What follows belongs to an exercise in optimizing a design on an open flow for small area and few clock cycles; a production flow would make more cautious choices. Only simulation tests tie the RTL to the original design; equivalence was not proved. Power figures rest on the tool's default switching activity, not on a simulated workload.

## design/flow/config.mk

```make
export PLATFORM = sky130hd
export DESIGN_NAME = sphere_grid_triangle_index_generator
export DESIGN_NICKNAME = sphere_grid_triangle_index_generator
export VERILOG_FILES = /design/flow/design.v
export SDC_FILE = /design/flow/constraint.sdc
export NUM_CORES = 4
export LEC_CHECK = 0
export CAP_MARGIN = 20
export CORE_MARGIN = 2
export CORE_UTILIZATION = 40
export SLEW_MARGIN = 20
```

## design/flow/constraint.sdc

```tcl
create_clock -name core_clock -period 10.0 [get_ports {clk}]
set_input_delay 2.0000 -clock core_clock [delete_from_list [all_inputs] [get_ports {clk}]]
set_output_delay 2.0000 -clock core_clock [all_outputs]
set_load 0.01 [all_outputs]
```

## design/flow/design.v

```verilog
package sgti_pkg;
	localparam int IDX_W     = 20;
	localparam int ROW_W     = 10;
	localparam int REG_W     = 11;
	localparam int CFG_IDX_W = 2;
	localparam int IN_DATA_W  = 8;
	localparam int OUT_DATA_W = 64;
	localparam logic [CFG_IDX_W-1:0] REG_SLICE_COUNT = CFG_IDX_W'(0);
	localparam logic [CFG_IDX_W-1:0] REG_STACK_COUNT = CFG_IDX_W'(1);
	typedef enum logic [1:0] {
		REGION_TOP = 2'd0,
		REGION_MID = 2'd1,
		REGION_BOT = 2'd2
	} region_t;
	typedef struct packed {
		logic              last_triangle;
		region_t           region;
		logic [IDX_W-1:0]  vertex_c;
		logic [IDX_W-1:0]  vertex_b;
		logic [IDX_W-1:0]  vertex_a;
	} tri_t;
endpackage
import sgti_pkg::*;
module sphere_grid_triangle_index_generator #(
	parameter int MAX_SLICES = 1024,
	parameter int MAX_STACKS = 1024
) (
	input  logic                                clk,
	input  logic                                arst_n,
	input  logic                                s_axis_tvalid,
	output logic                                s_axis_tready,
	input  logic [sgti_pkg::IN_DATA_W-1:0]      s_axis_tdata,    
	output logic                                m_axis_tvalid,
	input  logic                                m_axis_tready,
	output logic [sgti_pkg::OUT_DATA_W-1:0]     m_axis_tdata,    
	output logic [1:0]                          m_axis_tuser,    
	output logic                                m_axis_tlast,    
	input  logic                                cfg_valid,
	output logic                                cfg_ready,
	input  logic [sgti_pkg::CFG_IDX_W-1:0]      cfg_index,
	input  logic [sgti_pkg::REG_W-1:0]          cfg_data
);
	localparam int CW = 10;
	typedef enum logic [1:0] {
		PH_TOP = 2'd0,
		PH_MID = 2'd1,
		PH_BOT = 2'd2
	} phase_t;
	logic [CW-1:0]    slices_q;
	logic [CW-1:0]    stacks_q;
	logic [1:0]       phase_q;
	logic [IDX_W-1:0] vtx_q;
	logic [IDX_W-1:0] aux_q;
	logic [CW-1:0]    col_q;
	logic             last_col_q;
	logic             pair_q;
	logic [CW-1:0]    row_q;
	logic             out_valid_q;
	logic             rewind_q;
	logic             cfg_s;
	logic             cfg_t;
	logic             cfg_hit;
	logic             restart;
	logic [CW-1:0]    sat_s;
	logic [CW-1:0]    sat_t;
	logic [IDX_W-1:0] vtx_p1;
	logic [IDX_W-1:0] vtx_m1;
	logic [IDX_W-1:0] aux_p1;
	logic [IDX_W-1:0] upper;
	logic [IDX_W-1:0] tri_a;
	logic [IDX_W-1:0] tri_b;
	logic [IDX_W-1:0] tri_c;
	logic [1:0]       tri_region;
	logic             tri_last;
	logic [CW-1:0]    col_p1;
	logic             col_hit;
	logic [1:0]       n_phase;
	logic [IDX_W-1:0] n_vtx;
	logic [IDX_W-1:0] n_aux;
	logic [CW-1:0]    n_col;
	logic             n_last_col;
	logic             n_pair;
	logic [CW-1:0]    n_row;
	logic             ld_first;
	logic             ld_next;
	assign cfg_s   = cfg_valid && (cfg_index == REG_SLICE_COUNT);
	assign cfg_t   = cfg_valid && (cfg_index == REG_STACK_COUNT);
	assign cfg_hit = cfg_s || cfg_t;
	assign restart = !out_valid_q && s_axis_tdata[0];
	always_comb begin
		if (cfg_data[10]) sat_s = '0;
		else if (cfg_data[9:0] < 10'd3) sat_s = 10'd3;
		else sat_s = cfg_data[9:0];
		if (cfg_data[10]) sat_t = '0;
		else if (cfg_data[9:0] < 10'd2) sat_t = 10'd2;
		else sat_t = cfg_data[9:0];
	end
	always_comb begin
		vtx_p1 = vtx_q + IDX_W'(1);
		vtx_m1 = vtx_q - IDX_W'(1);
		aux_p1 = aux_q + IDX_W'(1);
		upper  = aux_p1 - IDX_W'({(col_q == '0), col_q});
		tri_region = phase_q;
		tri_last   = 1'b0;
		case (phase_q)
			PH_TOP: begin
				tri_a = '0;
				tri_b = vtx_q;
				tri_c = last_col_q ? IDX_W'(1) : vtx_p1;
			end
			PH_MID: begin
				tri_a = vtx_q;
				if (!pair_q) begin
					tri_b = last_col_q ? aux_p1 : vtx_p1;
					tri_c = last_col_q ? upper : aux_p1;
				end else begin
					tri_b = last_col_q ? upper : aux_p1;
					tri_c = aux_q;
				end
			end
			default: begin
				tri_a = aux_p1;
				tri_b = vtx_q;
				tri_c = last_col_q ? aux_q : vtx_m1;
				tri_last = last_col_q;
			end
		endcase
		if (restart) begin
			tri_a = '0;
			tri_b = IDX_W'(1);
			tri_c = IDX_W'(2);
			tri_region = PH_TOP;
			tri_last = 1'b0;
		end
	end
	always_comb begin
		col_p1  = col_q + CW'(1);
		col_hit = (col_p1 == slices_q);
		n_phase    = phase_q;
		n_vtx      = vtx_q;
		n_aux      = aux_q;
		n_col      = col_p1;
		n_last_col = col_hit;
		n_pair     = 1'b0;
		n_row      = row_q;
		case (phase_q)
			PH_TOP: begin
				n_vtx = vtx_p1;
				if (last_col_q) begin
					n_col = CW'(1);
					n_last_col = 1'b0;
					if (stacks_q != CW'(2)) begin
						n_phase = PH_MID;
						n_aux   = IDX_W'(1);
						n_row   = stacks_q;
					end else begin
						n_phase = PH_BOT;
						n_vtx   = vtx_q;
						n_aux   = vtx_q;
					end
				end
			end
			PH_MID: begin
				if (!pair_q) begin
					n_pair     = 1'b1;
					n_col      = col_q;
					n_last_col = last_col_q;
				end else begin
					n_vtx = vtx_p1;
					n_aux = aux_p1;
					if (last_col_q) begin
						n_col = CW'(1);
						n_last_col = 1'b0;
						n_row = row_q - CW'(1);
						if (row_q == CW'(3)) begin
							n_phase = PH_BOT;
							n_vtx   = vtx_q;
							n_aux   = vtx_q;
						end
					end
				end
			end
			default: begin
				n_vtx = vtx_m1;
				if (last_col_q) begin
					n_phase = PH_TOP;
					n_vtx   = IDX_W'(1);
					n_col   = CW'(1);
					n_last_col = 1'b0;
				end
			end
		endcase
		if (restart) begin
			n_phase    = PH_TOP;
			n_vtx      = IDX_W'(2);
			n_aux      = aux_q;
			n_col      = CW'(2);
			n_last_col = 1'b0;
			n_pair     = 1'b0;
			n_row      = row_q;
		end
	end
	always_comb begin
		ld_first = 1'b0;
		ld_next  = 1'b0;
		if (!out_valid_q) begin
			if (s_axis_tvalid) begin
				if (m_axis_tready) begin
					ld_first = cfg_hit;
					ld_next  = !cfg_hit;
				end else begin
					ld_first = s_axis_tdata[0];
				end
			end else begin
				ld_first = cfg_hit;
			end
		end else if (m_axis_tready) begin
			if (s_axis_tvalid) begin
				ld_first = s_axis_tdata[0] || rewind_q;
				ld_next  = !(s_axis_tdata[0] || rewind_q);
			end else begin
				ld_first = cfg_hit || rewind_q;
				ld_next  = !(cfg_hit || rewind_q);
			end
		end
	end
	always_ff @(posedge clk or negedge arst_n) begin
		if (!arst_n) begin
			slices_q    <= CW'(32);
			stacks_q    <= CW'(16);
			out_valid_q <= 1'b0;
			rewind_q    <= 1'b0;
			phase_q     <= PH_TOP;
			vtx_q       <= IDX_W'(1);
			col_q       <= CW'(1);
			last_col_q  <= 1'b0;
			pair_q      <= 1'b0;
		end else begin
			if (cfg_s) slices_q <= sat_s;
			if (cfg_t) stacks_q <= sat_t;
			if (!out_valid_q) begin
				out_valid_q <= s_axis_tvalid && !m_axis_tready;
				rewind_q    <= s_axis_tvalid && !m_axis_tready && cfg_hit;
			end else if (m_axis_tready) begin
				out_valid_q <= s_axis_tvalid;
				rewind_q    <= s_axis_tvalid && cfg_hit;
			end else begin
				rewind_q    <= rewind_q || cfg_hit;
			end
			if (ld_first) begin
				phase_q    <= PH_TOP;
				vtx_q      <= IDX_W'(1);
				col_q      <= CW'(1);
				last_col_q <= 1'b0;
				pair_q     <= 1'b0;
			end else if (ld_next) begin
				phase_q    <= n_phase;
				vtx_q      <= n_vtx;
				col_q      <= n_col;
				last_col_q <= n_last_col;
				pair_q     <= n_pair;
			end
		end
	end
	always_ff @(posedge clk) begin
		if (ld_next) begin
			aux_q <= n_aux;
			row_q <= n_row;
		end
	end
	assign s_axis_tready = !out_valid_q || m_axis_tready;
	assign cfg_ready     = 1'b1;
	assign m_axis_tvalid = out_valid_q || s_axis_tvalid;
	assign m_axis_tdata  = {(OUT_DATA_W - 3 * IDX_W)'(0), tri_c, tri_b, tri_a};
	assign m_axis_tuser  = tri_region;
	assign m_axis_tlast  = tri_last;
endmodule
```

## design/flow/run.sh

```bash
#!/bin/bash
# synth_recipe.tcl (not shown) runs the flow's synth.tcl, then flattens the netlist and writes it again
# the make line also repeats each setting of config.mk as NAME=value (left out here)
make -C /OpenROAD-flow-scripts/flow DESIGN_CONFIG=/design/flow/config.mk WORK_HOME=/design/flow/orfs CLKGATE_MAP_FILE= SYNTH_SCRIPT=/design/flow/synth_recipe.tcl finish
```

==> impl_metrics.yaml, run 1 <==
status:
  outcome: "no timing/DRC/antenna violations"
floorplan:
  die_y_um: 148
  die_w_um: 148
  die-area_sq_um: 22000
  io_pins: 96
  rows: 52
  core_region_area_sq_um: 20300
  initial_core_util_pct: 41.0
logic_synthesis:
  avgSynthCellArea_sq_um: 7.52
  ys.warnings.count: 1
  yosys.area.top_type_share_pct: 15.6
  synth-edff-count: 30
  ys_seq_area_share_pct: 27.7
  synth_top_area_cell: "dfrtp_1"
  async_flop_share_pct: 65.1
  syn_inst: 1106
  synth_area_sq_um: 8320
  netlist_top_cells_area: "dfrtp_1 (16%), edfxtp_1 (11%), o21ai_0 (7.9%)"
  synth.distinct_cells: 85
  synth_ff_type: "dfrtp_1"
  ys_ff_latch: 86
layout:
  fillers: 2086
  insertedDiodeCount: 0
  utilization_pct: 47.0
  area_delta_synth_final_pct: 14.6
  drive_gt1_share_pct: 5.71
  final_cells: 1409
  fin_nets: 1179
  mostFrequentLayoutCells: "nand2_1 (156), o21ai_0 (130), clkdlybuf4s50_1 (82)"
  layout_commonest_cell: "nand2_1"
detailed_routing:
  drc: 0
  drt_iter0_markers: 987
  drt_pass1_iterations: 6
  wl_per_cell_um: 21.6
  ant_nets: 0
  route.final.wire_length_um: 30400
  vias: 8782
  viasPerCell: 6.23
power_and_ir_drop:
  leakage_nw: 3.48
  pwr-share-clk_pct: 15.5
  swShare_pct: 49.1
  pwr-share-seq_pct: 24.9
  irDropWorstVdd_mv: 0.132
  p_int_mw: 1.17
  switching_power_mw: 1.13
  combPwrFrac_pct: 59.5
  powerDensity_nw_per_um2: 240
global_routing:
  grt_pass1_vias: 8181
  grt-ovfl-total: 0
  grt_pass1_wl_um: 47600
  grt_antenna_before_repair: 0
  grt_max_degree: 74
  grt_usage_pct: 27.9
setup_path:
  critPathCaptureType: "output pin"
  path_class: "register to output pin"
  critical_path.cell_chain: "ha_1 > nand2_1 > nor2_1 > nand2_1 > xor2_1 > inv_1 > ha_1 > nand3_1 > a211oi_1 > nor3_1 > xor2_1 > a2111oi_0 > clkdlybuf4s50_1"
  start_kind: "register"
  crit_slowest_cell: "a2111oi_0"
  critPathMaxStageDelay_ns: 0.77
  worstPathMaxFanout: 13
  cp_data_required_time_ns: 8.00
  worstPathArrival_ns: 5.26
clock_tree:
  clkSinkCount: 86
  numCtsBuffers: 9
  cts.repair.resized: 0
  cts_buffer_depth: 2
  clk_latency_ns: 0.36
  root_buffer: "clkbuf_16"
  path_clk_slew_ns: 0.08
  postCtsSetupBuffers: 0
  cts_tree: "built"
  holdBufCountCts: 0
  cts_htree_levels: 3
timing:
  final.min_clock_period_ns: 7.26
  finalSetupViolCount: 0
  maxSlewHeadroom_pct: 35.3
  drv_slew: 0
  worst_pin_slew_ns: 0.963
  finClkSkew_ns: 0.00660
  rsz0062_at_grt: "false"
  setup_tns_ns: 0
  hold_violations: 0
  layout_setup_ws_ns: 2.74
  fin_crit_sh_pct: 72.6
  fmax_ghz: 0.138
placement:
  port_buffers: 83
  dpl_worst_slack_ns: 3.07
  gp_congestion: 0.978
  dpl.cell_count: 1393
  place_hpwl_um: 22100
hold_path:
  hold_class: "register to register"
run:
  cap_violations: 0
==> per-layer routing <==
metal  track usage, %  up-vias  wire length, um
met5                0        -                0
met4             12.3        0             1390
met3             3.71       87             2330
met2             45.9      438            14100
met1             36.7     4158            12600
li1                 -     4099                -
==> worst max-delay path, delay by kind of cell, from the launching register on <==
| kind | cells | cell delay (ns) |
|---|---|---|
| AOI/OAI and AO/OA | 2 | 1.29 |
| xor gates and xnor gates | 2 | 0.58 |
| adders and majority gates | 2 | 0.73 |
| buffers and inverters | 2 | 0.85 |
| DFF | 1 | 0.66 |
| and+or+nand+nor | 5 | 0.77 |
==> synthesized netlist by cell type (15+ instances only) <==
cell	number
edfxtp_1	30
inv_1	34
nand2_1	156
nor2_1	70
ha_1	18
xnor2_1	51
a211oi_1	16
nand3_1	40
nor4_1	21
xor2_1	31
a21oi_1	58
o21ai_0	131
nand2b_1	19
clkbuf_1	64
nor3_1	36
dfrtp_1	52
nand4_1	16
a22o_1	18
or3_1	15
==> cell families after synthesis <==
family	count (synthesis)	synth area share, %
AND/OR/NAND/NOR	438	26.0
AO/OA/AOI/OAI	344	26.5
buffers and inverters	123	6.60
flip-flops	86	27.7
XOR/XNOR	82	8.63
adder cells (fa/ha/maj)	20	3.07
multiplexers	11	1.34
other	2	0.0903
==> state kept, by name, summed over array words and instances, names as in the netlist <==
name and cells:
aux_q 20, vtx_q 20, col_q 10, row_q 10, slices_q 10, stacks_q 10, phase_q 2, last_col_q 1
out_valid_q 1, pair_q 1, rewind_q 1
==> stage by stage <==
step	hold WS, ns	cell area [sq um]	total power [mW]
6_report	0.496	9530	2.29
5_1_grt	0.534	9530	2.43
4_1_cts	0.498	9530	2.27
3_5_place_dp	0.486	9230	1.91
3_3_place_gp	0.485	9230	1.90
2_1_floorplan	0.462	8330	1.48
==> power by group through the flow <==
stage | clock network, mW | logic, mW | registers (mW)
2_1_floorplan | 0 | 0.990 | 0.486
3_3_place_gp | 0 | 1.33 | 0.574
3_5_place_dp | 0 | 1.33 | 0.575
4_1_cts | 0.363 | 1.34 | 0.567
5_1_grt | 0.379 | 1.47 | 0.580
6_report | 0.356 | 1.36 | 0.571
==> path summary, 6_finish.rpt <==
| check | endpoint | cells past startpoint | slack [ns] | start |
|---|---|---|---|---|
| min in group asynchronous | vtx_q[19] | 2 | 1.76 | arst_n |
| worst min-delay path | slices_q[5] | 2 | 0.50 | slices_q[5] |
| worst max register to register | vtx_q[10] | 8 | 6.80 | phase_q[0] |
| max in group asynchronous | last_col_q | 2 | 7.65 | arst_n |
| worst max-delay path | m_axis_tdata[52] | 13 | 2.74 | aux_q[0] |
| worst min register to register | slices_q[5] | 2 | 0.50 | slices_q[5] |
==> area by class of cell <==
type	instances	area, sq um	area share [%]
flip-flops and latches	86	2310	24.2
repair buffers	101	961	10.1
clock inverters	7	73.8	0.774
clock buffers	9	225	2.36
well taps	270	338	3.54
inverters	36	135	1.42
multi-input cells	900	5490	57.6
Testbench counts, summed over its fixed seeds: cycles 77,619.
==> run 2: changes to the inputs <==
--- a/design/flow/design.v
+++ b/design/flow/design.v
@@ -62,7 +62,6 @@
 	logic             cfg_hit;
-	logic             restart;
+	logic             restart;    
 	logic [CW-1:0]    sat_s;
 	logic [CW-1:0]    sat_t;
-	logic [IDX_W-1:0] vtx_p1;
-	logic [IDX_W-1:0] vtx_m1;
+	logic [IDX_W-1:0] vtx_k;
 	logic [IDX_W-1:0] aux_p1;
@@ -88,3 +87,2 @@
 	assign cfg_hit = cfg_s || cfg_t;
-	assign restart = !out_valid_q && s_axis_tdata[0];
 	always_comb begin
@@ -98,6 +96,5 @@
 	always_comb begin
-		vtx_p1 = vtx_q + IDX_W'(1);
-		vtx_m1 = vtx_q - IDX_W'(1);
+		vtx_k  = vtx_q + ((phase_q == PH_BOT) ? '1 : IDX_W'(1));
 		aux_p1 = aux_q + IDX_W'(1);
-		upper  = aux_p1 - IDX_W'({(col_q == '0), col_q});
+		upper  = aux_p1 - (last_col_q ? IDX_W'({(col_q == '0), col_q}) : '0);
 		tri_region = phase_q;
@@ -108,3 +105,3 @@
 				tri_b = vtx_q;
-				tri_c = last_col_q ? IDX_W'(1) : vtx_p1;
+				tri_c = last_col_q ? IDX_W'(1) : vtx_k;
 			end
@@ -113,6 +110,6 @@
 				if (!pair_q) begin
-					tri_b = last_col_q ? aux_p1 : vtx_p1;
-					tri_c = last_col_q ? upper : aux_p1;
+					tri_b = last_col_q ? aux_p1 : vtx_k;
+					tri_c = upper;
 				end else begin
-					tri_b = last_col_q ? upper : aux_p1;
+					tri_b = upper;
 					tri_c = aux_q;
@@ -123,3 +120,3 @@
 				tri_b = vtx_q;
-				tri_c = last_col_q ? aux_q : vtx_m1;
+				tri_c = last_col_q ? aux_q : vtx_k;
 				tri_last = last_col_q;
@@ -127,9 +124,2 @@
 		endcase
-		if (restart) begin
-			tri_a = '0;
-			tri_b = IDX_W'(1);
-			tri_c = IDX_W'(2);
-			tri_region = PH_TOP;
-			tri_last = 1'b0;
-		end
 	end
@@ -147,3 +137,3 @@
 			PH_TOP: begin
-				n_vtx = vtx_p1;
+				n_vtx = vtx_k;
 				if (last_col_q) begin
@@ -168,3 +158,3 @@
 				end else begin
-					n_vtx = vtx_p1;
+					n_vtx = vtx_k;
 					n_aux = aux_p1;
@@ -183,3 +173,3 @@
 			default: begin
-				n_vtx = vtx_m1;
+				n_vtx = vtx_k;
 				if (last_col_q) begin
@@ -192,36 +182,6 @@
 		endcase
-		if (restart) begin
-			n_phase    = PH_TOP;
-			n_vtx      = IDX_W'(2);
-			n_aux      = aux_q;
-			n_col      = CW'(2);
-			n_last_col = 1'b0;
-			n_pair     = 1'b0;
-			n_row      = row_q;
-		end
-	end
-	always_comb begin
-		ld_first = 1'b0;
-		ld_next  = 1'b0;
-		if (!out_valid_q) begin
-			if (s_axis_tvalid) begin
-				if (m_axis_tready) begin
-					ld_first = cfg_hit;
-					ld_next  = !cfg_hit;
-				end else begin
-					ld_first = s_axis_tdata[0];
-				end
-			end else begin
-				ld_first = cfg_hit;
-			end
-		end else if (m_axis_tready) begin
-			if (s_axis_tvalid) begin
-				ld_first = s_axis_tdata[0] || rewind_q;
-				ld_next  = !(s_axis_tdata[0] || rewind_q);
-			end else begin
-				ld_first = cfg_hit || rewind_q;
-				ld_next  = !(cfg_hit || rewind_q);
-			end
-		end
-	end
+	end
+	assign restart  = s_axis_tvalid ? s_axis_tdata[0] : cfg_hit;
+	assign ld_first = out_valid_q ? (m_axis_tready && (restart || rewind_q)) : restart;
+	assign ld_next  = out_valid_q && m_axis_tready && !(restart || rewind_q);
 	always_ff @(posedge clk or negedge arst_n) begin
@@ -240,6 +200,3 @@
 			if (cfg_t) stacks_q <= sat_t;
-			if (!out_valid_q) begin
-				out_valid_q <= s_axis_tvalid && !m_axis_tready;
-				rewind_q    <= s_axis_tvalid && !m_axis_tready && cfg_hit;
-			end else if (m_axis_tready) begin
+			if (!out_valid_q || m_axis_tready) begin
 				out_valid_q <= s_axis_tvalid;
@@ -272,3 +229,3 @@
 	assign cfg_ready     = 1'b1;
-	assign m_axis_tvalid = out_valid_q || s_axis_tvalid;
+	assign m_axis_tvalid = out_valid_q;
 	assign m_axis_tdata  = {(OUT_DATA_W - 3 * IDX_W)'(0), tri_c, tri_b, tri_a};
==> impl_metrics.yaml, run 2 <==
setup_path:
  worstPathArrival_ns: 4.80
  path_class: "register to output pin"
  reg2reg_slack_ns: 6.35
  critPathCaptureType: "output pin"
  reg2regPathDepth: 12
  critPathMaxStageDelay_ns: 0.58
  crit_slowest_cell: "clkdlybuf4s50_1"
  crit_family: "simple AND/OR/NAND/NOR gates"
  critical_path.cell_chain: "ha_1 > nand4_1 > nor2_1 > nand2_1 > xnor2_1 > ha_1 > a21oi_1 > nand2_1 > o21ai_1 > and4_4 > and3_4 > a211oi_1 > o21ai_1 > clkdlybuf4s50_1"
  cp.depth: 14
  setup.worst_path.start: "aux_q[0]"
  crit_buf_inv: 1
  worstPathMaxFanout: 8
  r2r-start: "phase_q[0]"
  crit_end: "m_axis_tdata[37]"
  reg2reg_to: "vtx_q[16]"
  cp_data_required_time_ns: 8.00
  start_kind: "register"
logic_synthesis:
  synth_common_cells: "nand2_1 (132), o21ai_0 (81), nor2_1 (59), dfrtp_1 (52), a22o_1 (45)"
  ys_ff_latch: 86
  synth-edff-count: 30
  synth_most_common_cell: "nand2_1"
  avgSynthCellArea_sq_um: 8.44
  synth.distinct_cells: 82
  ys_seq_area_share_pct: 31.7
  yosys.area.top_type_share_pct: 17.9
  async_flop_share_pct: 65.1
  synth_ff_type: "dfrtp_1"
  synth_top_area_cell: "dfrtp_1"
  netlist_top_cells_area: "dfrtp_1 (18%), edfxtp_1 (12%), nand2_1 (6.8%)"
  syn_inst: 863
  ys.warnings.count: 1
  synth_area_sq_um: 7280
global_routing:
  grt_antenna_before_repair: 0
  grt_pass1_vias: 6528
  grt_usage_pct: 24.9
  grt_max_degree: 57
  grt_pass1_wl_um: 37600
  grt-ovfl-total: 0
clock_tree:
  clk_latency_ns: 0.36
  numCtsBuffers: 9
  cts_tree: "built"
  cts.repair.resized: 0
  clkSinkCount: 86
  root_buffer: "clkbuf_16"
  holdBufCountCts: 0
  cts_htree_levels: 3
  postCtsSetupBuffers: 0
  cts_buffer_depth: 2
  path_clk_slew_ns: 0.07
detailed_routing:
  drt_iter0_markers: 476
  drt_pass1_iterations: 7
  drc: 0
  vias: 6854
  viasPerCell: 5.89
  route.final.wire_length_um: 24000
  wl_per_cell_um: 20.6
  ant_nets: 0
timing:
  finClkSkew_ns: 0.00966
  worst_hold_slack_ns: 0.476
  fin_crit_sh_pct: 68.0
  hold_violations: 0
  layout_setup_ws_ns: 3.20
  maxSlewHeadroom_pct: 39.9
  drv_slew: 0
  finalSetupViolCount: 0
  setup_tns_ns: 0
  rsz0062_at_grt: "false"
  final.min_clock_period_ns: 6.80
  fmax_ghz: 0.147
  worst_pin_slew_ns: 0.899
floorplan:
  initial_core_util_pct: 40.7
  core_region_area_sq_um: 17900
  die_w_um: 139
  die_y_um: 139
  rows: 49
  io_pins: 96
  die-area_sq_um: 19300
layout:
  insertedDiodeCount: 0
  reg_top3: "aux_q x20, vtx_q x20"
  drive_gt1_share_pct: 7.82
  mostFrequentLayoutCells: "nand2_1 (132), clkdlybuf4s50_1 (82), o21ai_0 (80)"
  fin_nets: 991
  area_delta_synth_final_pct: 18.2
  fillers: 1741
  layout_commonest_cell: "nand2_1"
power_and_ir_drop:
  powerDensity_nw_per_um2: 157
  leakage_nw: 3.50
  irDropWorstVdd_mv: 0.0983
placement:
  gp_congestion: 0.867
  place_hpwl_um: 17400
  dpl_worst_slack_ns: 3.61
  port_buffers: 83
hold_path:
  hold_class: "register to register"
run:
  cap_violations: 0
status:
  outcome: "no timing/DRC/antenna violations"
-- run 2: changes by cell type after synthesis, sizes merged, moves of 12 or more --
cell / previous run / this run
o21ai: 132 / 91
clkbuf: 70 / 31
a22o: 18 / 47
nand2: 157 / 132
nor3: 36 / 13
ha: 18 / 34
a21oi: 59 / 44
nand3: 40 / 25
or4: 13 / 0
or3: 16 / 4
-- run 2: worst min-delay path by stage --
stage                              to        start  slack [ns]  cells past startpoint
final                        rewind_q     rewind_q        0.48                      2
after global routing      stacks_q[4]  stacks_q[4]        0.52                      2
after CTS                    rewind_q     rewind_q        0.48                      2
after detailed placement     rewind_q     rewind_q        0.46                      2
after global placement       rewind_q     rewind_q        0.46                      2
after floorplan              rewind_q     rewind_q        0.44                      2
-- run 2: area by class of cell --
cell class,instances,area (sq um),share of cell area [%]
tap,229,287,3.33
timing repair buffer,99,946,11.0
sequential,86,2310,26.8
multi-input combinational,707,4660,54.2
inverter,26,97.6,1.13
clock buffer,10,250,2.91
clock inverter,6,51.3,0.596
-- run 2: kinds of logic (layout without fill, tap and decap cells) --
family                   count (synthesis)  in the layout  synth area share, %
buffers and inverters                   73            141                 4.52
XOR/XNOR                                75             75                 9.69
adder cells (fa/ha/maj)                 36             36                 6.39
AO/OA/AOI/OAI                          274            274                 25.1
AND/OR/NAND/NOR                        303            303                 20.6
other                                    2              5                0.103
multiplexers                            14             14                 1.96
flip-flops                              86             86                 31.7
-- run 2: worst min-delay path: cells and delay by family, from the launching register on --
kind            cells  cell delay [ns]
compound gates      1             0.06
flops               1             0.34
simple gates        1             0.05
-- run 2: stage by stage --
step | cell area (sq um) | utilization (%) | power [mW] | instances
finish | 8600 | 48.1 | 1.35 | 1163
global route | 8600 | 48.1 | 1.42 | 1163
CTS | 8600 | 48.1 | 1.36 | 1163
detailed placement | 8300 | 46.4 | 1.01 | 1147
global placement | 8300 | 46.4 | 1.01 | 1147
floorplan | 7290 | - | 0.771 | 866
-- run 2: report_power, final --
| part | total (mW) | switching (mW) | internal [mW] |
|---|---|---|---|
| logic | 0.556 | 0.323 | 0.233 |
| clock network | 0.347 | 0.160 | 0.188 |
| registers | 0.451 | 0.0454 | 0.406 |
| total | 1.35 | 0.528 | 0.826 |
-- run 2: metal layers --
| metal | wire length [um] | vias to the layer above | global-route usage, % |
|---|---|---|---|
| met5 | 0 | - | 0 |
| met4 | 520 | 0 | 8.56 |
| met3 | 1900 | 36 | 5.49 |
| met2 | 11300 | 284 | 40.9 |
| met1 | 10300 | 3245 | 32.5 |
| li1 | - | 3289 | - |
Testbench counts of run 2, summed over its fixed seeds: cycles 77,703.
==> run 3: changes to the inputs <==
==> design/flow/flow/run.sh (new file) <==
#!/bin/bash
set -euo pipefail
W=$(pwd)

# ORFS's synth.tcl with the ABC mapping script swapped
sed -e 's#log_cmd abc {\*}$abc_args#lset abc_args 1 $::env(AREA_ABC_SCRIPT); log_cmd abc {*}$abc_args#' \
	"$FLOW_HOME/scripts/synth.tcl" > "$W/synth_area_body.tcl"
grep -q 'AREA_ABC_SCRIPT' "$W/synth_area_body.tcl"
# The standard flow's synthesis script, sourcing that copy
sed -e "s#\$::env(SCRIPTS_DIR)/synth.tcl#$W/synth_area_body.tcl#" "$W/synth_recipe.tcl" > "$W/synth_area.tcl"
grep -q 'synth_area_body' "$W/synth_area.tcl"
# standard.sh's make line, with that synthesis script
sed -e "s#SYNTH_SCRIPT=[^ ]*#SYNTH_SCRIPT=$W/synth_area.tcl#" "$W/standard.sh" > "$W/standard_area.sh"

export AREA_ABC_SCRIPT="$W/flow/area.abc"
export BUFFER_PORTS_ARGS="-buffer_cell sky130_fd_sc_hd__buf_1"

bash "$W/standard_area.sh" synth > "$W/synth.log" 2>&1
bash "$W/standard.sh" > "$W/layout.log" 2>&1
==> design/flow/flow/area.abc (new file) <==
strash
dch -f
amap
strash
dch -f
amap
strash
dch -f
amap
strash
dch -f
amap
strash
dch -f
amap
strash
dch -f
amap
strash
dch -f
amap
strash
dch -f
amap
strash
dch -f
amap
strash
dch -f
amap
==> design/flow/standard.sh (new file) <==
#!/bin/bash
# synth_recipe.tcl (not shown) runs the flow's synth.tcl, then flattens the netlist and writes it again
# the make line also repeats each setting of config.mk as NAME=value (left out here)
make -C /OpenROAD-flow-scripts/flow DESIGN_CONFIG=/design/flow/config.mk WORK_HOME=/design/flow/orfs CLKGATE_MAP_FILE= SYNTH_SCRIPT=/design/flow/synth_recipe.tcl "${@:-finish}"
--- a/design/flow/config.mk
+++ b/design/flow/config.mk
@@ -10,2 +10,3 @@
 export CORE_UTILIZATION = 40
+export CTS_BUF_LIST = sky130_fd_sc_hd__clkbuf_8
 export SLEW_MARGIN = 20
removed: design/flow/run.sh
==> impl_metrics.yaml, run 3 <==
logic_synthesis:
  ys.warnings.count: 1
  synth_top_area_cell: "dfrtp_1"
  synth_top_family_by_area: "compound AO/OA/AOI/OAI gates"
  muxShareOfSynthArea_pct: 0
  avgSynthCellArea_sq_um: 7.79
  yosys.area.top_type_share_pct: 20.4
  synth_simple_gate_area_share_pct: 16.0
  synth_compound_area_share_pct: 31.9
  synth_common_cells: "clkinv_1 (133), nor2_1 (107), o22ai_1 (106), o21ai_0 (67), a21oi_1 (64)"
  ys_ff_latch: 86
  synth_xor_xnor_area_share_pct: 0.137
  synth_area_sq_um: 6370
  synth_fa_ha_area_share_pct: 7.30
  ys_seq_area_share_pct: 36.2
  async_flop_share_pct: 65.1
  synth-edff-count: 30
  synth.distinct_cells: 43
  netlist_top_cells_area: "dfrtp_1 (20%), edfxtp_1 (14%), o22ai_1 (10%)"
  syn_inst: 818
  synth_ff_type: "dfrtp_1"
  synth_most_common_cell: "clkinv_1"
floorplan:
  die-area_sq_um: 17000
  die_y_um: 130
  rows: 46
  initial_core_util_pct: 40.6
  die_w_um: 130
  io_pins: 96
  core_region_area_sq_um: 15700
timing:
  maxSlewHeadroom_pct: 29.8
  finalSetupViolCount: 0
  drv_slew: 0
  fin_crit_sh_pct: 81.4
  final.min_clock_period_ns: 8.14
  hold_violations: 0
  rsz0062_at_grt: "false"
  finClkSkew_ns: 0.0202
  worst_pin_slew_ns: 1.05
  fmax_ghz: 0.123
  setup_tns_ns: 0
global_routing:
  grt_max_degree: 57
  grt_pass1_wl_um: 31200
  grt_usage_pct: 24.0
  grt_antenna_before_repair: 0
  grt-ovfl-total: 0
  grt_pass1_vias: 6039
setup_path:
  path_common_cell: "nor2_1"
  setup.worst_path.start: "phase_q[1]"
  crit_family: "compound AO/OA/AOI/OAI gates"
  reg2regPathDepth: 30
  reg2reg_slack_ns: 4.59
  crit_buf_inv: 6
  path_class: "register to output pin"
  critPathCaptureType: "output pin"
  cp.depth: 32
  crit_end: "m_axis_tdata[38]"
  crit_slowest_cell: "dfrtp_1"
  start_kind: "register"
  cp_data_required_time_ns: 8.00
  worstPathMaxFanout: 9
  reg2reg_to: "vtx_q[18]"
  r2r-start: "phase_q[1]"
  worstPathArrival_ns: 6.14
  critPathMaxStageDelay_ns: 0.52
detailed_routing:
  drt_iter0_markers: 360
  drc: 0
  ant_nets: 0
  vias: 6445
  drt_pass1_iterations: 5
  viasPerCell: 5.65
  route.final.wire_length_um: 20000
  wl_per_cell_um: 17.5
clock_tree:
  clkSinkCount: 86
  cts_tree: "built"
  cts_buffer_depth: 2
  holdBufCountCts: 0
  cts.repair.resized: 0
  clk_latency_ns: 0.39
  path_clk_slew_ns: 0.09
  numCtsBuffers: 9
  root_buffer: "clkbuf_8"
  cts_htree_levels: 3
  postCtsSetupBuffers: 0
layout:
  mostFrequentLayoutCells: "clkinv_1 (133), nor2_1 (106), o22ai_1 (106)"
  area_delta_synth_final_pct: 12.9
  utilization_pct: 45.8
  layout_commonest_cell: "clkinv_1"
  insertedDiodeCount: 0
  drive_gt1_share_pct: 3.03
  reg_top3: "aux_q x20, vtx_q x20"
  fin_nets: 982
placement:
  port_buffers: 83
  place_hpwl_um: 13900
  gp_congestion: 0.850
power_and_ir_drop:
  irDropWorstVdd_mv: 0.145
  leakage_nw: 2.65
  powerDensity_nw_per_um2: 282
run:
  cap_violations: 0
hold_path:
  hold_start: "stacks_q[4]"
  hold_class: "register to register"
status:
  outcome: "no timing/DRC/antenna violations"
==> run 3: per-layer routing <==
metal  GRT usage, %  vias up  routed length [um]
met5              0        -                   0
met4           11.0        0                 648
met3           3.49       50                1180
met2           39.5      235                9330
met1           31.4     2958                8850
li1               -     3202                   -
==> run 3: logic make-up after synthesis <==
logic type / count (synthesis)
AO/OA/AOI/OAI: 324
XOR/XNOR: 1
adder cells (fa/ha/maj): 36
buffers and inverters: 138
flip-flops: 86
other: 2
AND/OR/NAND/NOR: 231
==> run 3: tightest hold or removal path, stage by stage (launching register included) <==
cell	delay, ns
dfstp_2	0.37
clkinv_1	0.06
a21oi_1	0.06
==> run 3: report_power, final <==
part / internal [mW] / switching [mW]
Combinational: 0.429 / 0.837
Clock: 0.119 / 0.134
Sequential: 0.453 / 0.0603
Total: 1.00 / 1.03
==> run 3: per-stage QoR <==
stage / hold slack (ns) / setup WS (ns) / total power, mW / instance area, sq um / instances
2_1_floorplan: 0.452 / 2.13 / 1.33 / 6390 / 821
3_3_place_gp: 0.468 / 2.38 / 1.75 / 7010 / 1125
3_5_place_dp: 0.479 / 2.29 / 1.77 / 7010 / 1125
4_1_cts: 0.492 / 1.85 / 2.02 / 7200 / 1141
5_1_grt: 0.537 / 1.31 / 2.18 / 7200 / 1141
6_report: 0.490 / 1.86 / 2.03 / 7200 / 1141
==> run 3: worst min path at each step <==
stage                             end  slack, ns  depth (start not counted)
after floorplan           stacks_q[4]       0.45                          2
after global placement    stacks_q[4]       0.47                          2
after detailed placement  stacks_q[4]       0.48                          2
after CTS                 stacks_q[4]       0.49                          2
after global routing      stacks_q[4]       0.54                          2
final                     stacks_q[4]       0.49                          2
==> run 3: final cells by class <==
cell class | count | area (sq um)
clock buffers | 10 | 138
clock inverters | 6 | 50.0
fillers | 1670 | 8520
inverters | 133 | 499
multi-input cells | 597 | 3540
flip-flops and latches | 86 | 2310
well taps | 216 | 270
repair buffers | 93 | 388
==> run 4: changes to the inputs <==
--- a/design/flow/design.v
+++ b/design/flow/design.v
@@ -66,4 +66,10 @@
 	logic [IDX_W-1:0] vtx_k;
+	logic             vstep;
+	logic             vcarry;
 	logic [IDX_W-1:0] aux_p1;
+	logic             acarry;
 	logic [IDX_W-1:0] upper;
+	logic [CW:0]      sub;
+	logic             sub_b;
+	logic             borrow;
 	logic [IDX_W-1:0] tri_a;
@@ -74,2 +80,3 @@
 	logic [CW-1:0]    col_p1;
+	logic             ccarry;
 	logic             col_hit;
@@ -96,5 +103,20 @@
 	always_comb begin
-		vtx_k  = vtx_q + ((phase_q == PH_BOT) ? '1 : IDX_W'(1));
-		aux_p1 = aux_q + IDX_W'(1);
-		upper  = aux_p1 - (last_col_q ? IDX_W'({(col_q == '0), col_q}) : '0);
+		vcarry = 1'b0;
+		for (int k = 0; k < IDX_W; k++) begin
+			vstep    = (k == 0) ? 1'b1 : (phase_q == PH_BOT);
+			vtx_k[k] = vtx_q[k] ^ vstep ^ vcarry;
+			vcarry   = (vtx_q[k] & vstep) | (vtx_q[k] & vcarry) | (vstep & vcarry);
+		end
+		acarry = 1'b1;
+		for (int k = 0; k < IDX_W; k++) begin
+			aux_p1[k] = aux_q[k] ^ acarry;
+			acarry    = aux_q[k] & acarry;
+		end
+		sub    = last_col_q ? {(col_q == '0), col_q} : '0;
+		borrow = 1'b1;
+		for (int k = 0; k < IDX_W; k++) begin
+			sub_b    = (k <= CW) ? !sub[k] : 1'b1;
+			upper[k] = aux_p1[k] ^ sub_b ^ borrow;
+			borrow   = (aux_p1[k] & sub_b) | (aux_p1[k] & borrow) | (sub_b & borrow);
+		end
 		tri_region = phase_q;
@@ -126,3 +148,7 @@
 	always_comb begin
-		col_p1  = col_q + CW'(1);
+		ccarry = 1'b1;
+		for (int k = 0; k < CW; k++) begin
+			col_p1[k] = col_q[k] ^ ccarry;
+			ccarry    = col_q[k] & ccarry;
+		end
 		col_hit = (col_p1 == slices_q);
--- a/design/flow/flow/run.sh
+++ b/design/flow/flow/run.sh
@@ -16,2 +16,3 @@
 export BUFFER_PORTS_ARGS="-buffer_cell sky130_fd_sc_hd__buf_1"
+export CTS_ARGS="-sink_clustering_enable -repair_clock_nets -buf_list sky130_fd_sc_hd__clkbuf_8 -dont_use_dummy_load"
 
==> impl_metrics.yaml, run 4 <==
detailed_routing:
  drt_iter0_markers: 304
  drt_pass1_iterations: 5
  viasPerCell: 5.76
  vias: 5343
  wl_per_cell_um: 18.4
  drc: 0
  route.final.wire_length_um: 17100
  ant_nets: 0
timing:
  finClkSkew_ns: 0.0324
  rsz0062_at_grt: "true"
  fin_crit_sh_pct: 104
  final.min_clock_period_ns: 10.43
  finalSetupViolCount: 4
  maxSlewHeadroom_pct: 45.8
  drv_slew: 0
  fmax_ghz: 0.0959
  worst_pin_slew_ns: 0.809
  layout_setup_ws_ns: -0.433
  hold_violations: 0
setup_path:
  critPathMaxStageDelay_ns: 0.43
  cp.depth: 28
  start_kind: "register"
  crit_buf_inv: 4
  crit_family: "adder cells"
  critPathCaptureType: "output pin"
  worstPathMaxFanout: 2
  crit_slowest_cell: "dfrtp_2"
  cp_data_required_time_ns: 8.00
  path_class: "register to output pin"
  path_common_cell: "fa_2"
  reg2regPathDepth: 27
  worstPathArrival_ns: 8.43
floorplan:
  core_region_area_sq_um: 14400
  rows: 44
  die_w_um: 125
  initial_core_util_pct: 40.5
  io_pins: 96
  die_y_um: 125
  die-area_sq_um: 15500
global_routing:
  grt_antenna_before_repair: 0
  grt_max_degree: 74
  grt_pass1_vias: 5257
  grt_pass1_wl_um: 27300
  grt_usage_pct: 22.2
  grt-ovfl-total: 0
clock_tree:
  cts_htree_levels: 3
  root_buffer: "clkbuf_8"
  path_clk_slew_ns: 0.08
  clkSinkCount: 86
  numCtsBuffers: 9
  cts_tree: "built"
  clk_latency_ns: 0.38
  holdBufCountCts: 0
  cts_buffer_depth: 2
layout:
  final_cells: 927
  drive_gt1_share_pct: 9.69
  fin_nets: 837
  fillers: 1399
  mostFrequentLayoutCells: "clkinv_1 (94), buf_1 (77), nor2_1 (71)"
  insertedDiodeCount: 0
  reg_top3: "aux_q x20, vtx_q x20"
  layout_commonest_cell: "clkinv_1"
  area_delta_synth_final_pct: 15.9
  postLayoutCellArea_sq_um: 6740
logic_synthesis:
  ys.warnings.count: 1
  ys_ff_latch: 86
  ys_seq_area_share_pct: 39.6
  synth_common_cells: "clkinv_1 (97), nor2_1 (73), o22ai_1 (70), o21ai_0 (64), dfrtp_1 (52)"
  async_flop_share_pct: 65.1
  avgSynthCellArea_sq_um: 9.22
  netlist_top_cells_area: "dfrtp_1 (22%), edfxtp_1 (15%), fa_1 (9.6%)"
  synth_top_area_cell: "dfrtp_1"
  synth_ff_type: "dfrtp_1"
  syn_inst: 631
  synth-edff-count: 30
  synth_area_sq_um: 5820
  synth_most_common_cell: "clkinv_1"
  synth.distinct_cells: 33
  yosys.area.top_type_share_pct: 22.4
run:
  cap_violations: 0
power_and_ir_drop:
  irDropWorstVdd_mv: 0.0688
  pwr-share-clk_pct: 23.4
  combPwrFrac_pct: 26.9
  p_int_mw: 0.570
  powerDensity_nw_per_um2: 126
  swShare_pct: 33.0
  leakage_nw: 2.55
  pwr-share-seq_pct: 49.7
  switching_power_mw: 0.281
  total_power_mw: 0.851
status:
  outcome: "finished with violations"
  violations: "setup timing"
placement:
  dpl.cell_count: 915
  port_buffers: 83
  postPlaceCellArea_sq_um: 6560
  place_hpwl_um: 11700
  gp_congestion: 0.816
hold_path:
  hold_class: "register to register"
  hold_depth: 2
[run 4: power groups by stage]
stage	Combinational [mW]	Sequential (mW)	Clock [mW]
2_1_floorplan	0.148	0.424	0
3_3_place_gp	0.221	0.428	0
3_5_place_dp	0.226	0.429	0
4_1_cts	0.228	0.422	0.207
5_1_grt	0.255	0.427	0.220
6_report	0.229	0.422	0.199
[run 4: per-layer routing]
| metal | vias to the layer above | GRT usage [%] | part of all wire, % |
|---|---|---|---|
| met5 | - | 0 | 0 |
| met4 | 0 | 7.34 | 1.8 |
| met3 | 25 | 3.09 | 6.1 |
| met2 | 185 | 39.0 | 50 |
| met1 | 2597 | 28.2 | 42 |
| li1 | 2536 | - | - |
[run 4: path summary, 6_finish.rpt]
check                            start          endpoint  slack, ns
hold reg to reg            slices_q[5]       slices_q[5]       0.48
min in group asynchronous       arst_n          rewind_q       1.75
max in group asynchronous       arst_n        phase_q[1]       7.68
hold / removal             slices_q[5]       slices_q[5]       0.48
setup / recovery            phase_q[1]  m_axis_tdata[39]      -0.43
setup reg to reg            phase_q[1]         vtx_q[19]       2.10
[run 4: layout make-up]
type / count / area (sq um) / area share [%]
multi-input combinational: 446 / 3210 / 47.5
sequential: 86 / 2310 / 34.2
timing repair buffer: 105 / 504 / 7.48
inverter: 97 / 372 / 5.51
tap: 184 / 230 / 3.41
clock buffer: 9 / 124 / 1.84
[run 4: what timing repair did]
item | 4_1_cts | 5_1_grt
pin swaps | 0 | 2
setup buffers | 0 | 2
endpoints found under the setup margin | 4 | 7
resized for setup | 8 | 4
[run 4: cells by family (layout without fill, tap and decap cells)]
kind of cell             count (synthesis)  after routing  share of synthesized area (%)
adder cells (fa/ha/maj)                 66             66                           17.8
flip-flops                              86             86                           39.6
buffers and inverters                  102            211                           6.90
AO/OA/AOI/OAI                          235            235                           25.0
AND/OR/NAND/NOR                        140            140                           10.5
other                                    2              5                          0.129
[run 4: through the flow]
step	hold slack, ns	setup WS, ns	utilization, %	setup TNS (ns)
after global placement	0.462	-0.176	45.6	-0.277
after detailed placement	0.469	-0.174	45.6	-0.274
after CTS	0.481	-0.499	46.5	-1.62
final	0.481	-0.433	46.9	-1.35
after floorplan	0.447	0.00743	-	0
after global routing	0.508	-0.723	46.9	-2.72
[run 4: worst min-delay path, stage by stage, from the launching register on]
cell and delay (ns):
dfstp_2 0.37, clkinv_1 0.05, a21oi_1 0.05
Testbench counts of run 4, summed over its fixed seeds: cycles 77,703.
==> run 5: changes to the inputs <==
--- a/design/flow/design.v
+++ b/design/flow/design.v
@@ -67,2 +67,5 @@
 	logic             vstep;
+	logic             vdown;
+	logic             vhi_step;
+	logic             vtx_hi;
 	logic             vcarry;
@@ -72,3 +75,2 @@
 	logic [CW:0]      sub;
-	logic             sub_b;
 	logic             borrow;
@@ -103,7 +105,16 @@
 	always_comb begin
+		vdown  = (phase_q == PH_BOT);
 		vcarry = 1'b0;
-		for (int k = 0; k < IDX_W; k++) begin
-			vstep    = (k == 0) ? 1'b1 : (phase_q == PH_BOT);
+		for (int k = 0; k < CW; k++) begin
+			vstep    = (k == 0) ? 1'b1 : vdown;
 			vtx_k[k] = vtx_q[k] ^ vstep ^ vcarry;
 			vcarry   = (vtx_q[k] & vstep) | (vtx_q[k] & vcarry) | (vstep & vcarry);
+		end
+		vhi_step = vcarry ^ vdown;
+		vcarry   = 1'b0;
+		for (int k = CW; k < IDX_W; k++) begin
+			vstep    = (k == CW) ? 1'b1 : vdown;
+			vtx_hi   = vtx_q[k] ^ vstep ^ vcarry;
+			vcarry   = (vtx_q[k] & vstep) | (vtx_q[k] & vcarry) | (vstep & vcarry);
+			vtx_k[k] = vhi_step ? vtx_hi : vtx_q[k];
 		end
@@ -116,7 +127,7 @@
 		borrow = 1'b1;
-		for (int k = 0; k < IDX_W; k++) begin
-			sub_b    = (k <= CW) ? !sub[k] : 1'b1;
-			upper[k] = aux_p1[k] ^ sub_b ^ borrow;
-			borrow   = (aux_p1[k] & sub_b) | (aux_p1[k] & borrow) | (sub_b & borrow);
-		end
+		for (int k = 0; k <= CW; k++) begin
+			upper[k] = aux_p1[k] ^ !sub[k] ^ borrow;
+			borrow   = (aux_p1[k] & !sub[k]) | (aux_p1[k] & borrow) | (!sub[k] & borrow);
+		end
+		upper[IDX_W-1:CW+1] = aux_p1[IDX_W-1:CW+1] - (IDX_W-CW-1)'(!borrow);
 		tri_region = phase_q;
==> impl_metrics.yaml, run 5 <==
detailed_routing:
  ant_nets: 0
  drt_iter0_markers: 535
  viasPerCell: 5.78
  drt_pass1_iterations: 5
  wl_per_cell_um: 18.5
  drc: 0
  route.final.wire_length_um: 17700
  vias: 5541
timing:
  finalSetupViolCount: 0
  maxSlewHeadroom_pct: 39.2
  rsz0062_at_grt: "false"
  fin_crit_sh_pct: 91.4
  drv_slew: 0
  worst_pin_slew_ns: 0.912
  finClkSkew_ns: 0.0153
  final.min_clock_period_ns: 9.14
  setup_tns_ns: 0
  hold_violations: 0
  fmax_ghz: 0.109
setup_path:
  worstPathArrival_ns: 7.14
  critPathMaxStageDelay_ns: 0.50
  worstPathMaxFanout: 5
  critPathCaptureType: "output pin"
  cp_data_required_time_ns: 8.00
  start_kind: "register"
  crit_slowest_cell: "edfxtp_1"
  path_class: "register to output pin"
  path_common_cell: "fa_1"
layout:
  fin_nets: 861
  reg_top3: "aux_q x20, vtx_q x20"
  drive_gt1_share_pct: 3.62
  layout_commonest_cell: "clkinv_1"
  area_delta_synth_final_pct: 12.8
  insertedDiodeCount: 0
  mostFrequentLayoutCells: "clkinv_1 (112), o22ai_1 (91), nor2_1 (87)"
logic_synthesis:
  ys_seq_area_share_pct: 38.9
  ys_ff_latch: 86
  ys.warnings.count: 1
  avgSynthCellArea_sq_um: 8.85
  synth_most_common_cell: "clkinv_1"
  synth_top_area_cell: "dfrtp_1"
  synth_area_sq_um: 5940
  yosys.area.top_type_share_pct: 21.9
  synth_common_cells: "clkinv_1 (112), o22ai_1 (91), nor2_1 (88), a21oi_1 (55), dfrtp_1 (52)"
  synth.distinct_cells: 38
  syn_inst: 671
  synth_ff_type: "dfrtp_1"
  async_flop_share_pct: 65.1
  netlist_top_cells_area: "dfrtp_1 (22%), edfxtp_1 (15%), o22ai_1 (9.6%)"
  synth-edff-count: 30
clock_tree:
  postCtsSetupBuffers: 0
  root_buffer: "clkbuf_8"
  cts_tree: "built"
  numCtsBuffers: 9
  path_clk_slew_ns: 0.08
  clk_latency_ns: 0.38
  holdBufCountCts: 0
  clkSinkCount: 86
  cts.repair.resized: 0
  cts_htree_levels: 3
  cts_buffer_depth: 2
power_and_ir_drop:
  powerDensity_nw_per_um2: 275
  total_power_mw: 1.84
  irDropWorstVdd_mv: 0.127
  leakage_nw: 2.46
placement:
  place_hpwl_um: 12300
  gp_congestion: 0.913
  port_buffers: 83
global_routing:
  grt-ovfl-total: 0
  gr-max-usage-layer: "met2"
  grt_max_degree: 61
  met2_usage_pct: 37.6
  grt_pass1_vias: 5464
  met3_usage_pct: 4.97
  grt_usage_pct: 22.7
  grt_antenna_before_repair: 0
  grt_use_met1_pct: 30.4
  grt_pass1_wl_um: 28400
floorplan:
  initial_core_util_pct: 40.9
  core_region_area_sq_um: 14500
  rows: 44
  io_pins: 96
  die_y_um: 126
  die-area_sq_um: 15800
  die_w_um: 126
run:
  cap_violations: 0
hold_path:
  hold_class: "register to register"
status:
  outcome: "no timing/DRC/antenna violations"
run 5: cell count changes after synthesis, moves of 4 or more:
cell,before,now
o22ai_1,70,91
ha_1,38,32
a22oi_1,20,13
nor2_1,73,88
clkinv_1,97,112
o221ai_1,2,10
a32oi_1,14,0
o22a_1,12,8
o21a_1,1,9
a21oi_1,43,55
or2_0,4,11
o21ai_0,64,45
run 5: worst max-delay path, delay by kind of cell, from the launching register on:
| kind | cells | cell delay (ns) |
|---|---|---|
| fa+ha+maj | 13 | 4.82 |
| buf+inv | 9 | 0.77 |
| flops | 1 | 0.50 |
| compound gates | 3 | 0.44 |
| simple gates | 4 | 0.24 |
run 5: cells by family (layout without fill, tap and decap cells):
kind of cell	after synthesis	in the layout	share of synthesized area, %
AO/OA/AOI/OAI	247	247	25.7
AND/OR/NAND/NOR	160	160	11.7
flip-flops	86	86	38.9
other	2	5	0.126
adder cells (fa/ha/maj)	59	59	15.8
buffers and inverters	117	217	7.71
run 5: final timing paths:
path | start | to | slack, ns | depth (start not counted)
worst max-delay path | aux_q[0] | m_axis_tdata[39] | 0.86 | 29
worst min-delay path | slices_q[5] | slices_q[5] | 0.48 | 2
worst max register to register | phase_q[1] | vtx_q[15] | 3.78 | 17
worst min register to register | slices_q[5] | slices_q[5] | 0.48 | 2
max in group asynchronous | arst_n | vtx_q[5] | 7.72 | 2
min in group asynchronous | arst_n | stacks_q[5] | 1.76 | 2
run 5: layout make-up:
type	count	area (sq um)
inverters	112	420
flip-flops and latches	86	2310
repair buffers	96	430
well taps	184	230
clock buffers	9	124
multi-input cells	471	3190
fillers	1468	7840
run 5: power by group:
group,internal (mW),switching [mW],leakage (nW)
Combinational,0.396,0.740,1.42
Clock,0.0808,0.120,0.0647
Sequential,0.451,0.0535,0.973
run 5: layer usage:
layer  vias up  wire length [um]
met5         -                 0
met4         0               200
met3        17              1160
met2       205              8580
met1      2665              7770
li1       2654                 -
run 5: metrics by stage:
stage          cell area, sq um  hold WS (ns)  cells  util, %  setup slack [ns]
2_1_floorplan              5950         0.447    674        -              1.31
3_3_place_gp               6550         0.467    948     45.0              1.31
3_5_place_dp               6550         0.473    948     45.0              1.26
4_1_cts                    6670         0.484    957     45.9             0.813
5_1_grt                    6700         0.506    958     46.1             0.437
6_report                   6700         0.480    958     46.1             0.863
Testbench counts of run 5, summed over its fixed seeds: cycles 77,703.
==> run 6: changes to the inputs <==
--- a/design/flow/design.v
+++ b/design/flow/design.v
@@ -97,8 +97,6 @@
 	always_comb begin
-		if (cfg_data[10]) sat_s = '0;
-		else if (cfg_data[9:0] < 10'd3) sat_s = 10'd3;
-		else sat_s = cfg_data[9:0];
-		if (cfg_data[10]) sat_t = '0;
-		else if (cfg_data[9:0] < 10'd2) sat_t = 10'd2;
-		else sat_t = cfg_data[9:0];
+		sat_t = cfg_data[10] ? '0 : cfg_data[9:0];
+		if (cfg_data[10:1] == '0) sat_t[1:0] = 2'd2;
+		sat_s = sat_t;
+		if (sat_t == 10'd2) sat_s[0] = 1'b1;
 	end
==> impl_metrics.yaml, run 6 <==
status:
  outcome: "no timing/DRC/antenna violations"
clock_tree:
  cts_tree: "built"
  numCtsBuffers: 9
  holdBufCountCts: 0
  clk_latency_ns: 0.38
  cts.repair.resized: 0
  postCtsSetupBuffers: 0
  clkSinkCount: 86
  cts_htree_levels: 3
  path_clk_slew_ns: 0.08
  root_buffer: "clkbuf_8"
  cts_buffer_depth: 2
placement:
  place_hpwl_um: 12100
  postPlaceCellArea_sq_um: 6460
  gp_congestion: 0.835
  port_buffers: 83
  dpl_worst_slack_ns: 1.21
logic_synthesis:
  synth_ff_type: "dfrtp_1"
  yosys.area.top_type_share_pct: 22.1
  synth_most_common_cell: "clkinv_1"
  avgSynthCellArea_sq_um: 8.81
  ys_ff_latch: 86
  ys_seq_area_share_pct: 39.3
  synth_common_cells: "clkinv_1 (109), o22ai_1 (95), nor2_1 (82), dfrtp_1 (52), a21oi_1 (49)"
  synth-edff-count: 30
  syn_inst: 667
  synth_top_area_cell: "dfrtp_1"
  netlist_top_cells_area: "dfrtp_1 (22%), edfxtp_1 (15%), o22ai_1 (10%)"
  synth_area_sq_um: 5880
  ys.warnings.count: 1
  async_flop_share_pct: 65.1
  synth.distinct_cells: 34
power_and_ir_drop:
  pwr-share-clk_pct: 11.0
  powerDensity_nw_per_um2: 274
  leakage_nw: 2.43
  switching_power_mw: 0.900
  irDropWorstVdd_mv: 0.124
  pwr-share-seq_pct: 27.1
  combPwrFrac_pct: 61.9
  swShare_pct: 49.7
  p_int_mw: 0.910
timing:
  worst_hold_slack_ns: 0.506
  rsz0062_at_grt: "false"
  fmax_ghz: 0.109
  finalSetupViolCount: 0
  layout_setup_ws_ns: 0.808
  drv_slew: 0
  final.min_clock_period_ns: 9.19
  finClkSkew_ns: 0.0124
  setup_tns_ns: 0
  worst_pin_slew_ns: 1.04
  fin_crit_sh_pct: 91.9
  hold_violations: 0
  maxSlewHeadroom_pct: 30.4
detailed_routing:
  top_layer: "met4"
  route.final.wire_length_um: 17400
  wl_met3_um: 1180
  vias: 5528
  drt_pass1_iterations: 5
  wl_per_cell_um: 18.3
  ant_nets: 0
  viasPerCell: 5.81
  drt_iter0_markers: 272
  drc: 0
  wl_met2_um: 8310
  drt-met1-wl_um: 7460
run:
  cap_violations: 0
setup_path:
  path_common_cell: "fa_1"
  worstPathMaxFanout: 6
  critPathMaxStageDelay_ns: 0.49
  worstPathArrival_ns: 7.19
  path_class: "register to output pin"
  start_kind: "register"
  critPathCaptureType: "output pin"
  crit_slowest_cell: "edfxtp_1"
  cp_data_required_time_ns: 8.00
floorplan:
  rows: 44
  io_pins: 96
  die_y_um: 125
  initial_core_util_pct: 40.8
  core_region_area_sq_um: 14400
  die_w_um: 125
  die-area_sq_um: 15700
layout:
  utilization_pct: 45.9
  drive_gt1_share_pct: 3.26
  mostFrequentLayoutCells: "clkinv_1 (108), o22ai_1 (95), nor2_1 (82), buf_1 (82), dfrtp_1 (52)"
  insertedDiodeCount: 0
  layout_commonest_cell: "clkinv_1"
  area_delta_synth_final_pct: 12.5
  postLayoutCellArea_sq_um: 6620
  fin_nets: 854
  reg_top3: "aux_q x20, vtx_q x20"
global_routing:
  grt_pass1_vias: 5582
  grt-ovfl-total: 0
  grt_usage_pct: 22.6
  grt_pass1_wl_um: 28100
  grt_max_degree: 65
  grt_antenna_before_repair: 0
hold_path:
  hold_class: "register to register"
run 6: cell count changes in the layout (fill, tap and decap cells not counted), moves of 4 or more:
cell      previous run  this run
o221ai_1            10        14
or4_1                5         1
a21oi_1             55        49
nand2_1             31        45
nor2b_1              7         2
clkinv_1           112       108
o22ai_1             91        95
nor2_1              87        82
o21ai_0             43        47
o22a_1               8         2
run 6: logic make-up (layout without fill, tap and decap cells):
group / after synthesis / in the layout / share of synthesized area [%]
AOI/OAI and AO/OA: 240 / 240 / 25.0
and+or+nand+nor: 166 / 166 / 12.0
buffers and inverters: 114 / 211 / 7.60
DFF: 86 / 86 / 39.3
adders and majority gates: 59 / 59 / 16.0
other: 2 / 5 / 0.128
run 6: per-layer routing:
layer / track usage (%) / vias to the layer above
met5: 0 / -
met1: 29.9 / 2637
li1: - / 2620
met4: 10.5 / 0
met3: 3.55 / 40
met2: 36.5 / 231
run 6: through the flow:
step	total power, mW	instances
2_1_floorplan	1.22	670
3_3_place_gp	1.57	941
3_5_place_dp	1.60	941
4_1_cts	1.80	950
5_1_grt	1.96	951
6_report	1.81	951
run 6: layout make-up:
type	count	area, sq um
clock buffer	9	124
timing repair buffer	93	408
sequential	86	2310
fill	1446	7810
multi-input combinational	470	3140
inverter	109	410
tap	184	230
run 6: power by group through the flow:
stage | Clock, mW | Sequential [mW] | Combinational (mW)
after floorplan | 0 | 0.489 | 0.727
after global placement | 0 | 0.496 | 1.07
after detailed placement | 0 | 0.498 | 1.10
after CTS | 0.204 | 0.491 | 1.10
after global routing | 0.217 | 0.499 | 1.24
final | 0.198 | 0.491 | 1.12
run 6: worst max-delay path: cells and delay by family (launching register included):
| kind | cells | cell delay, ns |
|---|---|---|
| buf+inv | 9 | 0.80 |
| compound gates | 3 | 0.47 |
| simple gates | 4 | 0.26 |
| fa+ha+maj | 13 | 4.81 |
| flops | 1 | 0.49 |
run 6: path summary, 6_finish.rpt:
path	start	end	depth (start not counted)	slack, ns
setup / recovery	aux_q[0]	m_axis_tdata[39]	29	0.81
hold / removal	stacks_q[4]	stacks_q[4]	2	0.51
setup reg to reg	phase_q[1]	vtx_q[18]	17	3.75
hold reg to reg	stacks_q[4]	stacks_q[4]	2	0.51
max in group asynchronous	arst_n	col_q[5]	2	7.72
min in group asynchronous	arst_n	rewind_q	2	1.77
Testbench counts of run 6, summed over its fixed seeds: cycles 77,703.

[separate check: timing with driven ports]
In the flow no input, the clock included, has a driving cell. The finished layouts below were timed again as built, in two steps.
Step 1: set_driving_cell puts a clkbuf_16 on clk and a buf_2 on each other input, an assumption about the parent block.
Step 2 times the ports against the registers' clock, not the clock port: input delays grow and output delays shrink by t, the midpoint of the rising clock arrivals with the driver on.
Three values: ideal ports, drivers, drivers and shift; two values: the first two.
| run | t (ns) | setup slack, ns | worst setup path at the end | clock arrival spread, ns | worst register clock-pin slew, ns |
|---|---|---|---|---|---|
| run 1 | 0.408 | 2.740 / 2.691 / 2.937 | input to output | 0.007 / 0.007 | 0.08 / 0.08 |
| run 2 | 0.401 | 3.205 / 3.162 / 3.562 | register to output | 0.010 / 0.009 | 0.07 / 0.07 |
| run 3 | 0.416 | 1.864 / 1.828 / 2.244 | register to output | 0.020 / 0.020 | 0.10 / 0.10 |
| run 4 | 0.402 | -0.433 / -0.468 / -0.066 | register to output | 0.032 / 0.033 | 0.10 / 0.10 |
| run 5 | 0.404 | 0.863 / 0.829 / 1.233 | register to output | 0.015 / 0.015 | 0.09 / 0.09 |
| run 6 | 0.402 | 0.808 / 0.777 / 1.180 | register to output | 0.015 / 0.015 | 0.09 / 0.09 |
